Source: an optimization exercise on an open RTL-to-GDS flow (aim: small area, a short achievable clock period and few clock cycles per item). Production flows keep margins and buffers that such runs may drop.
The RTL was checked by simulation tests, not by an equivalence proof against the original design.

the reference run:
==> module esc_div, before the edit <==
module esc_div (
	input  logic        clk,
	input  logic        arst_n,
	input  logic        load,
	input  logic [63:0] num,
	input  logic [30:0] x1,
	output logic        done,
	output logic [63:0] zq,
	output logic        zsgn,
	output logic        qcin,
	output logic        pv
);
	logic [63:0] z_q;
	logic [29:0] r_q;
	logic [30:0] dx_q;
	logic [29:0] msk;      
	logic [32:0] n3_q;     
	logic        sn_q, sx_q, fix_q;
	logic [6:0]  cnt_q;
	logic [30:0] dxl;
	assign dxl = x1 ^ {31{x1[30]}};
	always_comb begin
		msk[29] = ~dx_q[30];
		for (int i = 28; i >= 0; i--) msk[i] = msk[i+1] & ~dx_q[i+1];
	end
	logic [15:0] zt;       
	logic [32:0] v, nd1, nd2;
	logic [32:0] t1, t2, t3;
	logic [29:0] rn;
	logic [1:0]  qd;
	logic        sk16, sk8, ci;
	always_comb begin
		ci  = ~sx_q;
		zt  = z_q[63:48];
		v   = {1'b0, r_q, zt[15:14]};
		nd1 = ~{2'b0, dx_q};             
		nd2 = ~{1'b0, dx_q, sx_q};       
		t1  = v + nd1 + {32'b0, ci};
		t2  = v + nd2 + {32'b0, ci};
		t3  = v + n3_q;
		if (!t3[32])      begin qd = 2'd3; rn = t3[29:0]; end
		else if (!t2[32]) begin qd = 2'd2; rn = t2[29:0]; end
		else if (!t1[32]) begin qd = 2'd1; rn = t1[29:0]; end
		else              begin qd = 2'd0; rn = v[29:0];  end
		sk16 = (r_q[29:14] == 16'd0) && (({r_q[13:0], zt} & msk) == 30'd0) && (cnt_q >= 7'd16);
		sk8  = (r_q[29:22] == 8'd0) && (({r_q[21:0], zt[15:8]} & msk) == 30'd0) && (cnt_q >= 7'd8);
	end
	always_ff @(posedge clk or negedge arst_n) begin
		if (!arst_n) begin
			cnt_q <= '0;
			fix_q <= 1'b0;
		end else if (load) begin
			cnt_q <= 7'd64;
			fix_q <= 1'b1;
		end else if (fix_q) begin
			fix_q <= 1'b0;
		end else if (cnt_q != 7'd0) begin
			if (sk16)     cnt_q <= cnt_q - 7'd16;
			else if (sk8) cnt_q <= cnt_q - 7'd8;
			else          cnt_q <= cnt_q - 7'd2;
		end
	end
	always_ff @(posedge clk) begin
		if (load) begin
			z_q   <= num;
			r_q   <= '0;
			dx_q  <= dxl;
			sn_q  <= num[63];
			sx_q  <= x1[30];
		end else if (fix_q) begin
			z_q  <= z_q ^ {64{sn_q}};
			n3_q <= ~{2'b0, dx_q} + ~{1'b0, dx_q, sx_q} + {31'b0, ~sx_q, 1'b0};
		end else if (cnt_q != 7'd0) begin
			if (sk16) begin
				r_q <= {r_q[13:0], zt};
				z_q <= {z_q[47:0], 16'b0};
			end else if (sk8) begin
				r_q <= {r_q[21:0], zt[15:8]};
				z_q <= {z_q[55:0], 8'b0};
			end else begin
				r_q <= rn;
				z_q <= {z_q[61:0], qd};
			end
		end
	end
	logic [30:0] ra, cy;
	logic        eq1, inc;
	always_comb begin
		ra = {1'b0, r_q};
		cy[0] = 1'b0;
		cy[1] = ra[0];
		for (int i = 2; i < 31; i++) cy[i] = ra[i-1] & ~dx_q[i-1];
		eq1 = (dx_q[0] == ~ra[0]);
		for (int i = 1; i < 31; i++) eq1 = eq1 & ((ra[i] ^ dx_q[i]) == cy[i]);
		inc = sn_q && (sx_q ? (ra == dx_q) : eq1);
	end
	assign done = (cnt_q == 7'd0) && !fix_q;
	assign zq   = z_q;
	assign zsgn = sn_q ^ sx_q;
	assign qcin = (sn_q ^ sx_q) ? ~inc : inc;
	assign pv   = sx_q || (dx_q != 31'd0);
endmodule
Settings: LEC_CHECK=0, ABC_AREA=0, ABC_CLOCK_PERIOD_IN_PS=4000, CAP_MARGIN=30, CORE_MARGIN=2, CORE_UTILIZATION=25, SETUP_SLACK_MARGIN=5, SLEW_MARGIN=20; clock period 12.5 ns.
run.sh (not shown) runs the stock make flow with config.mk's settings and CLKGATE_MAP_FILE= SYNTH_SCRIPT=/design/flow/synth_recipe.tcl, a recipe that flattens the netlist after the stock synthesis.
Testbench counts of the reference run, summed over its fixed seeds: cycles 11,375, items 768.
--- input diff the reference run..the trial run ---
diff --git a/flow/design.v b/flow/design.v
--- a/flow/design.v
+++ b/flow/design.v
@@ -2729,7 +2729,6 @@
 	logic [29:0] r_q;
 	logic [30:0] dx_q;
 	logic [29:0] msk;      
-	logic [32:0] n3_q;     
 	logic        sn_q, sx_q, fix_q;
 	logic [6:0]  cnt_q;
 	logic [30:0] dxl;
@@ -2739,7 +2738,7 @@
 		for (int i = 28; i >= 0; i--) msk[i] = msk[i+1] & ~dx_q[i+1];
 	end
 	logic [15:0] zt;       
-	logic [32:0] v, nd1, nd2;
+	logic [32:0] v, nd1, nd2, cs_s, cs_c;
 	logic [32:0] t1, t2, t3;
 	logic [29:0] rn;
 	logic [1:0]  qd;
@@ -2752,7 +2751,9 @@
 		nd2 = ~{1'b0, dx_q, sx_q};       
 		t1  = v + nd1 + {32'b0, ci};
 		t2  = v + nd2 + {32'b0, ci};
-		t3  = v + n3_q;
+		cs_s = v ^ nd1 ^ nd2;
+		cs_c = (v & nd1) | (v & nd2) | (nd1 & nd2);
+		t3  = cs_s + {cs_c[31:0], ci} + {32'b0, ci};
 		if (!t3[32])      begin qd = 2'd3; rn = t3[29:0]; end
 		else if (!t2[32]) begin qd = 2'd2; rn = t2[29:0]; end
 		else if (!t1[32]) begin qd = 2'd1; rn = t1[29:0]; end
@@ -2784,7 +2785,6 @@
 			sx_q  <= x1[30];
 		end else if (fix_q) begin
 			z_q  <= z_q ^ {64{sn_q}};
-			n3_q <= ~{2'b0, dx_q} + ~{1'b0, dx_q, sx_q} + {31'b0, ~sx_q, 1'b0};
 		end else if (cnt_q != 7'd0) begin
 			if (sk16) begin
 				r_q <= {r_q[13:0], zt};
Findings:
Post-detailed-route wirelength per cell (lower): the reference run
Worst hold slack: the trial run better than the reference run
The reference run vs the trial run, source of the critical timing path: ps2_q[0] vs pc2_q[0]
Across both runs, routed length on met1 was lower for the trial run than for the reference run.
The reference run -> the trial run: number of core rows decreased slightly
Per the comparison of the trial run with the reference run, worst setup timing slack at the placement stage has increased, worst setup slack has decreased.
Testbench counts of the trial run, summed over its fixed seeds: cycles 11,375, items 768.

re-timing with driven ports:
In the flow no input, the clock included, has a driving cell. The finished layouts below were timed again as built, in two steps. Step 1 assumes that a clkbuf_16 drives the clock port and a buf_2 every other input. Step 2 times the ports against the registers' clock, not the clock port: input delays grow and output delays shrink by t, the midpoint of the rising clock arrivals with the driver on. a / b / c = ideal ports / drivers / drivers and shift; a / b = the first two.
| run | t, ns | setup WS [ns] | clock arrival spread, ns | slew at the worst register clock pin (ns) | pins driven straight from the clock port |
|---|---|---|---|---|---|
| the reference run | 1.047 | 6.541 / 6.541 / 5.863 | 0.166 / 0.166 | 0.08 / 0.08 | 1 |
| the trial run | 1.034 | 6.501 / 6.501 / 6.125 | 0.122 / 0.122 | 0.09 / 0.09 | 1 |
After both steps every run listed still meets setup and hold. The setup slack of the reference run, which loses most, moves by 0.000 ns with the drivers and by -0.678 ns with both steps.
